This design comes from an exercise in tuning for small area, a short achievable clock period and few clock cycles per item on the open sky130 flow, not from production work.
The RTL of this run was laid out without a check of its function.
Power figures rest on the tool's default switching activity, not on a simulated workload.

--- run.sh ---
#!/bin/bash
# synth_recipe.tcl (not shown) runs the flow's synth.tcl, then flattens the netlist and writes it again
# the make line also repeats each setting of config.mk as NAME=value (left out here)
make -C /OpenROAD-flow-scripts/flow DESIGN_CONFIG=/design/flow/config.mk WORK_HOME=/design/flow/orfs CLKGATE_MAP_FILE= SYNTH_SCRIPT=/design/flow/synth_recipe.tcl finish
--- config.mk ---
export PLATFORM = sky130hd
export DESIGN_NAME = div_cluster
export DESIGN_NICKNAME = div_cluster
export VERILOG_FILES = /design/flow/design.v
export SDC_FILE = /design/flow/constraint.sdc
export NUM_CORES = 4
export LEC_CHECK = 0
export CAP_MARGIN = 20
export CORE_MARGIN = 2
export CORE_UTILIZATION = 40
export SETUP_SLACK_MARGIN = 2.8
export SLEW_MARGIN = 20
export TNS_END_PERCENT = 10
--- constraint.sdc ---
create_clock -name core_clock -period 5.0 [get_ports {clk}]
set_input_delay 1.0000 -clock core_clock [delete_from_list [all_inputs] [get_ports {clk}]]
set_output_delay 1.0000 -clock core_clock [all_outputs]
set_load 0.01 [all_outputs]
--- design.v ---
package div_pkg;
  typedef logic [16-1:0] operand_t;
  typedef logic [4-1:0] tag_t;
endpackage
`timescale 1ns/1ns
module divider_nr (
  input  logic              clk,
  input  logic              reset,
  input  logic              load,
  input  logic              release_i,
  input  div_pkg::tag_t     ld_tag,
  input  div_pkg::operand_t ld_dividend,
  input  div_pkg::operand_t ld_divisor,    
  input  logic [16:0]       ld_q,          
  input  logic [3:0]        ld_shift,
  output logic [3:0]        shift,
  output logic              busy,
  output logic              done,
  output logic              finishing,
  output div_pkg::tag_t     tag,
  output div_pkg::operand_t quotient,
  output logic [16:0]       remainder,     
  output div_pkg::operand_t divisor
);
  logic [16:0] r;       
  logic [16:0] d;       
  logic [16:0] q;
  logic [16:0] b, sum;
  logic        sub;
  logic [16:0] gen, prop, gg, pp, g0, p0;
  always_comb begin
    sub  = ~r[16];
    b    = {1'b0, d[16:1]} ^ {17{sub}};
    gen  = r & b;
    prop = r ^ b;
    gg   = gen;
    gg[0] = gen[0] | (prop[0] & sub);
    pp   = prop;
    for (int lv = 0; lv < 5; lv++) begin
      g0 = gg;
      p0 = pp;
      for (int i = 0; i < 17; i++) begin
        if (i >= (1 << lv)) begin
          gg[i] = g0[i] | (p0[i] & g0[i - (1 << lv)]);
          pp[i] = p0[i] & p0[i - (1 << lv)];
        end
      end
    end
    sum[0] = prop[0] ^ sub;
    for (int i = 1; i < 17; i++) sum[i] = prop[i] ^ gg[i - 1];
  end
  always_ff @(posedge clk) begin
    if (reset) begin
      busy <= 1'b0;
    end else if (load) begin
      busy <= 1'b1;
    end else if (release_i) begin
      busy <= 1'b0;
    end
  end
  always_ff @(posedge clk) begin
    if (load) begin
      r     <= {1'b0, ld_dividend};
      d     <= {ld_divisor, 1'b0};
      q     <= ld_q;
      tag   <= ld_tag;
      shift <= ld_shift;
    end else if (!q[16]) begin
      r <= sum;
      q <= {q[15:0], ~sum[16]};
      d <= d >> 1;
    end
  end
  assign done      = busy & q[16];
  assign finishing = busy & q[15] & ~q[16];
  assign quotient  = q[15:0];
  assign remainder = r;
  assign divisor   = d[15:0];
endmodule
`timescale 1ns/1ns
module div_dispatch (
  input  logic              clk,
  input  logic              reset,
  input  logic              accept,
  input  div_pkg::tag_t     tag,
  input  div_pkg::operand_t dividend,
  input  div_pkg::operand_t divisor,
  input  logic              leave,
  output logic              s1_valid,
  output div_pkg::tag_t     s1_tag,
  output div_pkg::operand_t s1_dividend,
  output div_pkg::operand_t s1_divisor,
  output logic [3:0]        s1_shift,
  output logic              s1_bypass,
  output logic              s1_div0,
  output logic              in_bypass
);
  function automatic [4:0] sig_bits(input [15:0] value);
    sig_bits = '0;
    for (int i = 0; i < 16; i++) begin
      if (value[i]) sig_bits = 5'(i + 1);
    end
  endfunction
  logic [4:0] nd, nv;
  logic [4:0] diff;
  logic       in_div0;
  assign nd        = sig_bits(dividend);
  assign nv        = sig_bits(divisor);
  assign diff      = nd - nv;
  logic       dv_zero;
  logic [3:0] in_shift;
  assign dv_zero   = (divisor == '0);
  assign in_div0   = dv_zero & (dividend != '0);
  assign in_bypass = dv_zero | diff[4];
  assign in_shift  = in_div0 ? 4'(nd - 5'd1) : (in_bypass ? 4'd0 : diff[3:0]);
  always_ff @(posedge clk) begin
    if (reset) begin
      s1_valid <= 1'b0;
    end else if (accept) begin
      s1_valid <= 1'b1;
    end else if (leave) begin
      s1_valid <= 1'b0;
    end
  end
  always_ff @(posedge clk) begin
    if (accept) begin
      s1_tag      <= tag;
      s1_dividend <= dividend;
      s1_divisor  <= divisor;
      s1_shift    <= in_shift;
      s1_bypass   <= in_bypass;
      s1_div0     <= in_div0;
    end
  end
endmodule
`timescale 1ns/1ns
module result_arbiter #(parameter int N = 4) (
  input  logic         clk,
  input  logic         reset,
  input  logic [N-1:0] cand,      
  input  logic [N-1:0] taken,     
  output logic [N-1:0] sel        
);
  logic [N-1:0] last;    
  logic [N-1:0] higher;  
  logic [N-1:0] cand_hi;
  logic [N-1:0] pick;
  logic [N-1:0] last_next;
  assign last_next = (|taken) ? taken : last;
  always_comb begin
    higher = '0;
    for (int i = 0; i < N; i++) begin
      for (int j = 0; j < N; j++) begin
        if (j < i && last_next[j]) higher[i] = 1'b1;
      end
    end
  end
  assign cand_hi = cand & higher;
  always_comb begin
    pick = '0;
    if (|cand_hi) begin
      for (int i = N - 1; i >= 0; i--) if (cand_hi[i]) pick = N'(1) << i;
    end else begin
      for (int i = N - 1; i >= 0; i--) if (cand[i]) pick = N'(1) << i;
    end
  end
  always_ff @(posedge clk) begin
    if (reset) begin
      last <= N'(1) << (N - 1);
      sel  <= '0;
    end else begin
      last <= last_next;
      sel  <= pick;
    end
  end
endmodule
`timescale 1ns/1ns
module result_store (
  input  logic              clk,
  input  logic              reset,
  input  logic              we,
  input  div_pkg::tag_t     wr_tag,
  input  div_pkg::operand_t wr_quotient,
  input  logic [16:0]       wr_remainder,   
  input  div_pkg::operand_t wr_divisor,
  input  logic [3:0]        wr_len,
  input  logic              wr_div0,
  input  div_pkg::tag_t     rd_tag,
  output logic              rd_valid,
  output div_pkg::operand_t rd_quotient,
  output div_pkg::operand_t rd_remainder
);
  localparam int DEPTH = 1 << 4;
  logic [DEPTH-1:0] valid;
  logic [16:0]      f_mem [DEPTH];
  logic [3:0]       l_mem [DEPTH];
  logic             z_mem [DEPTH];
  logic [16:0]      f;
  logic [3:0]       l;
  logic             z;
  logic [16:0]      m;
  always_ff @(posedge clk) begin
    if (reset) begin
      valid    <= '0;
      rd_valid <= 1'b0;
    end else begin
      if (we) begin
        valid[wr_tag] <= 1'b1;
      end
      rd_valid <= valid[rd_tag];
    end
  end
  logic [15:0] b, gen, prop, gg, pp, g0, p0, rem;
  logic [16:0] wr_field;
  always_comb begin
    b    = wr_divisor & {16{wr_remainder[16]}};
    gen  = wr_remainder[15:0] & b;
    prop = wr_remainder[15:0] ^ b;
    gg   = gen;
    pp   = prop;
    for (int lv = 0; lv < 4; lv++) begin
      g0 = gg;
      p0 = pp;
      for (int i = 0; i < 16; i++) begin
        if (i >= (1 << lv)) begin
          gg[i] = g0[i] | (p0[i] & g0[i - (1 << lv)]);
          pp[i] = p0[i] & p0[i - (1 << lv)];
        end
      end
    end
    rem[0] = prop[0];
    for (int i = 1; i < 16; i++) rem[i] = prop[i] ^ gg[i - 1];
    wr_field = {1'b0, wr_quotient};
    for (int i = 0; i < 16; i++) wr_field[16 - i] = wr_field[16 - i] | rem[i];
  end
  always_ff @(posedge clk) begin
    if (we) begin
      f_mem[wr_tag] <= wr_field;
      l_mem[wr_tag] <= wr_len;
      z_mem[wr_tag] <= wr_div0;
    end
  end
  assign f = f_mem[rd_tag];
  assign l = l_mem[rd_tag];
  assign z = z_mem[rd_tag];
  always_comb begin
    for (int j = 0; j < 17; j++) m[j] = (5'(j) <= {1'b0, l});
  end
  always_ff @(posedge clk) begin
    for (int j = 0; j < 16; j++) begin
      rd_quotient[j]  <= m[j] & (z | f[j]);
      rd_remainder[j] <= f[16 - j] & (z | ~m[16 - j]);
    end
  end
endmodule
`timescale 1ns/1ns
module div_cluster (
  input  logic              clk,
  input  logic              reset,
  input  logic              start,
  input  div_pkg::tag_t     tag,
  input  div_pkg::operand_t dividend,
  input  div_pkg::operand_t divisor,
  input  div_pkg::tag_t     rd_tag,
  output logic              ready,
  output logic              complete,
  output div_pkg::tag_t     complete_tag,
  output logic              rd_valid,
  output div_pkg::operand_t rd_quotient,
  output div_pkg::operand_t rd_remainder
);
  localparam int N = 5;
  logic              accept, leave;
  logic              s1_valid, s1_bypass, s1_div0, in_bypass;
  div_pkg::tag_t     s1_tag;
  div_pkg::operand_t s1_dividend, s1_divisor;
  logic [3:0]        s1_shift;
  logic [N-1:0]      busy, done, finishing, eng_grant, avail, load;
  div_pkg::tag_t     e_tag [N];
  div_pkg::operand_t e_quo [N];
  logic [16:0]       e_rem [N];
  div_pkg::operand_t e_dv [N];
  logic [3:0]        e_shift [N];
  div_pkg::operand_t ld_divisor;
  logic [16:0]       ld_q;
  logic              byp_grant, eng_job;
  logic              we;
  div_pkg::tag_t     w_tag;
  logic [3:0]        w_len;
  logic              w_div0;
  div_pkg::operand_t r_quo, r_dv;
  logic [16:0]       r_rem;
  logic [3:0]        r_len;
  logic              r_div0;
  assign accept = start & ready;
  div_dispatch u_dispatch (
    .clk         (clk),
    .reset       (reset),
    .accept      (accept),
    .tag         (tag),
    .dividend    (dividend),
    .divisor     (divisor),
    .leave       (leave),
    .s1_valid    (s1_valid),
    .s1_tag      (s1_tag),
    .s1_dividend (s1_dividend),
    .s1_divisor  (s1_divisor),
    .s1_shift    (s1_shift),
    .s1_bypass   (s1_bypass),
    .s1_div0     (s1_div0),
    .in_bypass   (in_bypass)
  );
  assign ld_divisor = s1_divisor << s1_shift;
  assign ld_q       = 17'(1) << (4'd15 - s1_shift);
  for (genvar i = 0; i < N; i++) begin : g_eng
    divider_nr u_div (
      .clk         (clk),
      .reset       (reset),
      .load        (load[i]),
      .release_i   (eng_grant[i]),
      .ld_tag      (s1_tag),
      .ld_dividend (s1_dividend),
      .ld_divisor  (ld_divisor),
      .ld_q        (ld_q),
      .ld_shift    (s1_shift),
      .shift       (e_shift[i]),
      .busy        (busy[i]),
      .done        (done[i]),
      .finishing   (finishing[i]),
      .tag         (e_tag[i]),
      .quotient    (e_quo[i]),
      .remainder   (e_rem[i]),
      .divisor     (e_dv[i])
    );
  end
  logic [N-1:0] sel, cand_next;
  logic [2:0]   starve;
  logic         eng_first, any_sel;
  result_arbiter #(.N(N)) u_arbiter (
    .clk   (clk),
    .reset (reset),
    .cand  (cand_next),
    .taken (eng_grant),
    .sel   (sel)
  );
  assign any_sel   = |sel;
  assign eng_first = &starve;
  assign byp_grant = s1_valid & s1_bypass & ~(any_sel & eng_first);
  assign eng_grant = sel & {N{~byp_grant}};
  assign eng_job   = s1_valid & ~s1_bypass;
  assign avail     = ~busy | sel;
  always_comb begin
    load = '0;
    for (int i = N - 1; i >= 0; i--) begin
      if (avail[i]) load = N'(1) << i;
    end
    if (!eng_job) load = '0;
  end
  assign leave = byp_grant | (eng_job & |avail);
  div_pkg::operand_t w_quo, w_dv;
  logic [16:0]       w_rem;
  always_comb begin
    w_tag  = '0;
    w_len  = '0;
    w_div0 = 1'b0;
    w_rem  = '0;
    w_quo  = '0;
    w_dv   = '0;
    for (int i = 0; i < N; i++) begin
      w_tag = w_tag | (e_tag[i] & {4{eng_grant[i]}});
      w_len = w_len | (e_shift[i] & {4{eng_grant[i]}});
      w_rem = w_rem | (e_rem[i] & {17{eng_grant[i]}});
      w_quo = w_quo | (e_quo[i] & {16{eng_grant[i]}});
      w_dv  = w_dv | (e_dv[i] & {16{eng_grant[i]}});
    end
    if (byp_grant) begin
      w_tag  = s1_tag;
      w_rem  = {1'b0, s1_dividend};
      w_len  = s1_shift;
      w_div0 = s1_div0;
    end
  end
  assign we = any_sel | byp_grant;
  logic [N-1:0] idle_next;
  logic         s1v_next, eng_ok_next, byp_ok_next;
  logic [2:0]   starve_next;
  assign idle_next   = ~load & (~busy | eng_grant);
  assign cand_next   = ~load & busy & ~eng_grant & (done | finishing);
  assign s1v_next    = accept | (s1_valid & ~leave);
  assign eng_ok_next = |idle_next | |cand_next;
  assign byp_ok_next = ~(|cand_next & (&starve_next));
  always_comb begin
    starve_next = starve;
    if (byp_grant && any_sel) starve_next = starve + 1'b1;
    else if (|eng_grant) starve_next = '0;
  end
  always_ff @(posedge clk) begin
    if (reset) begin
      ready        <= 1'b1;
      starve       <= '0;
      complete     <= 1'b0;
    end else begin
      ready        <= ~s1v_next | (accept ? (byp_ok_next & eng_ok_next)
                                          : (s1_bypass ? byp_ok_next : eng_ok_next));
      starve       <= starve_next;
      complete     <= we;
    end
  end
  always_ff @(posedge clk) begin
    complete_tag <= w_tag;
    r_quo        <= w_quo;
    r_rem        <= w_rem;
    r_dv         <= w_dv;
    r_len        <= w_len;
    r_div0       <= w_div0;
  end
  result_store u_store (
    .clk          (clk),
    .reset        (reset),
    .we           (complete),
    .wr_tag       (complete_tag),
    .wr_quotient  (r_quo),
    .wr_remainder (r_rem),
    .wr_divisor   (r_dv),
    .wr_len       (r_len),
    .wr_div0      (r_div0),
    .rd_tag       (rd_tag),
    .rd_valid     (rd_valid),
    .rd_quotient  (rd_quotient),
    .rd_remainder (rd_remainder)
  );
endmodule
==> flow_metrics.tcl <==
set metrics [dict create \
    status "complete, no violations" \
    grt-ovfl-total 0 \
    switching_share_pct 28.1 \
    synth_edf_count 674 \
    holdWs_ns 0.461 \
    cp.depth 12 \
    grt_pass1_vias 26429 \
    initial_utilization_pct 40.3 \
    crit_type "flip-flop to flip-flop" \
    yosysWarnings 10 \
    rsz0062_at_grt "true" \
    hold_buffers 0 \
    async_flop_share_pct 0 \
    stdcell_count 4579 \
    drc 0 \
    p_leak_nw 16.6 \
    final_nets 3391 \
    hold_viol_final 0 \
    maxCapViolCount 0 \
    die_h_um 314 \
    rows 113 \
    finClkSkew_ns 0.0205 \
    initialDrtViolationCount 3251 \
    slew_violations 0 \
    placed_cells_incl_taps 4229 \
    root_buffer "clkbuf_16" \
    routabilityCongestion 0.879 \
    total_power_mw 18.8 \
    core_area_mm2 0.0950 \
    netlist-cell-type-count 77 \
    power_frac_seq_pct 43.0 \
    min_path_type "flip-flop to flip-flop" \
    syn_area_mm2 0.0383 \
    cts_tree "built" \
    synthCells 2990 \
    clock_sinks 816 \
    worstPathCellList "buf_4 > nand2_4 > inv_2 > ha_4 > a21o_1 > a21oi_2 > o21ai_2 > a2111oi_4 > nor3_4 > nand4_1 > and3_1 > or3_4" \
    power_density_mw_per_mm2 402 \
    syn_to_final_growth_pct 22.0 \
    io_buffers 81 \
    grt_max_degree 63 \
    htreeDepth 3 \
    worstSkewPairLatency_ns 0.66 \
    numCtsBuffers 85 \
    min_period_over_period_pct 58.1 \
    r2r_slack_ns 2.09 \
    maxSlewHeadroom_pct 37.3 \
    ioPinCount 82 \
    avgSynthCellArea_um2 12.8 \
    cp-startpoint "r_rem[16]$_SDFF_PP0_" \
    antenna_found_initial 2 \
    crit_slowest_cell "or3_4" \
    viasPerCell 5.93 \
    hp-start "u_store.valid[8]$_SDFFE_PP0P_" \
    vdd_drop_max_uv 243 \
    p_switching_mw 5.28 \
    worstPathMaxFanout 16 \
    drtAntennaViolNets 0 \
    cp.required_ns 5.36 \
    ys_seq_area_share_pct 60.2 \
    synth_seq_cells 816 \
    die_x_um 314 \
    setup.worst_path.end "u_store.f_mem[4][1]$_DFFE_PP_" \
    r2r_start "r_rem[16]$_SDFF_PP0_" \
    via_count 27168 \
    ys.flop_type "edfxtp_1" \
    totalWireLength_mm 117 \
    syn_nets 3142 \
    critPathBufInv 2 \
    critPathTopFamily "simple AND/OR/NAND/NOR gates" \
    clock.fmax_mhz 344 \
    startpoint_type "flip-flop" \
    drive_above_1_share_pct 22.5 \
    clock_power_share_pct 34.8 \
    worstRegToRegCells 12 \
    r2r-end "u_store.f_mem[4][1]$_DFFE_PP_" \
    final.setup.worst_slack_ns 2.09 \
    path_clk_slew_ns 0.06 \
    slowest_delay_ns 0.49 \
    setup_viol 0 \
    dpl.hpwl_mm 68.4 \
    pre_cts_ws_ns 1.15 \
    period_needed_ns 2.91 \
    worst_slew_pin_slew_ns 0.941 \
    fin_tns_setup_ns 0 \
    wire_per_inst_um 25.6 \
    end_kind "flip-flop" \
    worst_ep_arrival_time_ns 3.27 \
    grt_pass1_wl_mm 164 \
    dr.pass1.iters 6 \
    grt.total_usage_pct 22.0 \
    p_int_mw 13.5 \
    clk_path_buf_depth 3 \
    die_area_mm2 0.0983 \
    combPwrFrac_pct 22.2 \
]
-- metrics by stage --
step | util [%] | cell area, um^2
2_1_floorplan | - | 38800
3_3_place_gp | 42.9 | 40800
3_5_place_dp | 42.9 | 40800
4_1_cts | 47.4 | 45000
5_1_grt | 49.2 | 46800
6_report | 49.2 | 46800
-- synth_stat cells, types with 24 or more instances --
cell,instances,share of area [%]
nand3_1,90,1.2
a222oi_1,24,0.63
buf_1,25,0.24
a22oi_1,68,1.3
xnor2_1,104,2.4
a21oi_1,167,2.2
and2_1,31,0.51
nand3b_1,126,2.5
nor3_1,34,0.44
nand2_1,227,2.2
dfxtp_1,142,7.4
inv_1,54,0.53
o21a_1,28,0.55
nor2b_1,25,0.41
xor2_1,41,0.94
nand2b_1,51,0.83
ha_1,102,3.3
a211oi_1,27,0.53
nor2_1,214,2.1
clkbuf_1,122,1.2
mux4_2,121,7.1
a21o_1,30,0.59
edfxtp_1,674,53
o21ai_0,215,2.8
-- flip-flops by register name (all words and copies together) (netlist names), 17 cells and up --
name	cells
g_eng.u_div.d	85
g_eng.u_div.q	85
g_eng.u_div.r	85
g_eng.u_div.shift	20
g_eng.u_div.tag	20
r_rem	17
u_store.f_mem	272
u_store.l_mem	64
-- what timing repair did --
action                     in CTS  in global routing
resized for setup             177                157
cloned                          7                 26
pin swaps                      76                 52
buffers inserted               72                 83
setup endpoints to repair     882                826
-- logic make-up after synthesis --
logic type                 count (synthesis)  share of synthesized area [%]
DFF                                      816                           60.2
and+or+nand+nor                          857                           11.2
muxes                                    145                           7.75
buffers and inverters                    224                           2.31
xor gates and xnor gates                 145                           3.31
adders and majority gates                109                           3.70
AOI/OAI and AO/OA                        694                           11.5
-- final cells by class --
class,count,area [um^2]
Multi-Input combinational cell,1965,15800
Antenna cell,2,5.00
Sequential cell,816,23100
Clock buffer,123,2530
Inverter,58,250
Fill cell,8105,48300
Clock inverter,37,382
Timing Repair Buffer,313,3110
Tap cell,1265,1580
-- tightest hold or removal path: cells and delay by family (launching register included) --
family / cells / cell delay (ns)
DFF: 1 / 0.31
buffers and inverters: 1 / 0.05
AOI/OAI and AO/OA: 1 / 0.05
-- layer usage --
layer  part of all wire, %  global-route usage, %  wire (um)  vias up
li1                      -                      -          -    11952
met1                    39                   28.6      45800    13612
met2                    49                   37.1      57400     1327
met3                   7.8                   3.40       9180      277
met4                   4.3                   9.04       5010        0
met5                     0                      0          0        -
-- power by group through the flow --
stage / sequential, mW / combinational [mW] / clock, mW
6_report: 8.08 / 4.18 / 6.55
4_1_cts: 8.09 / 3.81 / 6.63
5_1_grt: 8.10 / 4.49 / 6.89
3_3_place_gp: 8.22 / 3.17 / 0
2_1_floorplan: 8.13 / 2.48 / 0
3_5_place_dp: 8.24 / 3.27 / 0
-- cells in the final DEF, fill, tap and decap left out, types with 38 or more instances in the layout --
cell type and instances:
nand3b_1 126, o21ai_0 194, nand3_1 88, nor2_1 188, xnor2_1 95, clkdlybuf4s50_1 59
edfxtp_1 674, inv_1 41, nand2b_1 38, mux4_2 121, dfxtp_1 132, clkbuf_16 99
a21oi_1 142, ha_1 93, buf_4 179, a22oi_1 67, nand2_1 217, xor2_1 39
-- worst min-delay path by stage --
stage | endpoint | slack, ns | cells after the start
2_1_floorplan | r_div0$_SDFF_PN0_ | 0.42 | 1
3_5_place_dp | r_dv[0]$_DFF_P_ | 0.45 | 2
4_1_cts | u_store.valid[8]$_SDFFE_PP0P_ | 0.46 | 2
3_3_place_gp | u_store.valid[8]$_SDFFE_PP0P_ | 0.43 | 2
6_report | u_store.valid[8]$_SDFFE_PP0P_ | 0.46 | 2
5_1_grt | u_store.valid[8]$_SDFFE_PP0P_ | 0.47 | 2

==> afterwards: timing with drivers on the ports <==
Ports are ideal in the flow. The routed layout listed here was re-timed in OpenROAD. Step 1, drivers: a clkbuf_16 drives clk and a buf_2 each remaining input, both assumed. Step 2 times the ports against the registers' clock, not the clock port: input delays grow and output delays shrink by t, the midpoint of the rising clock arrivals with the driver on. Slacks: ideal ports / drivers / drivers and shift; pairs: ideal ports / drivers.
t (ns): 0.722
slack for setup (ns): 2.094 / 2.094 / 1.530
worst setup path at the end: input to register
After both steps setup and hold are still met in this run. The setup slack of this run moves by 0.000 ns with the drivers and by -0.564 ns with both steps.
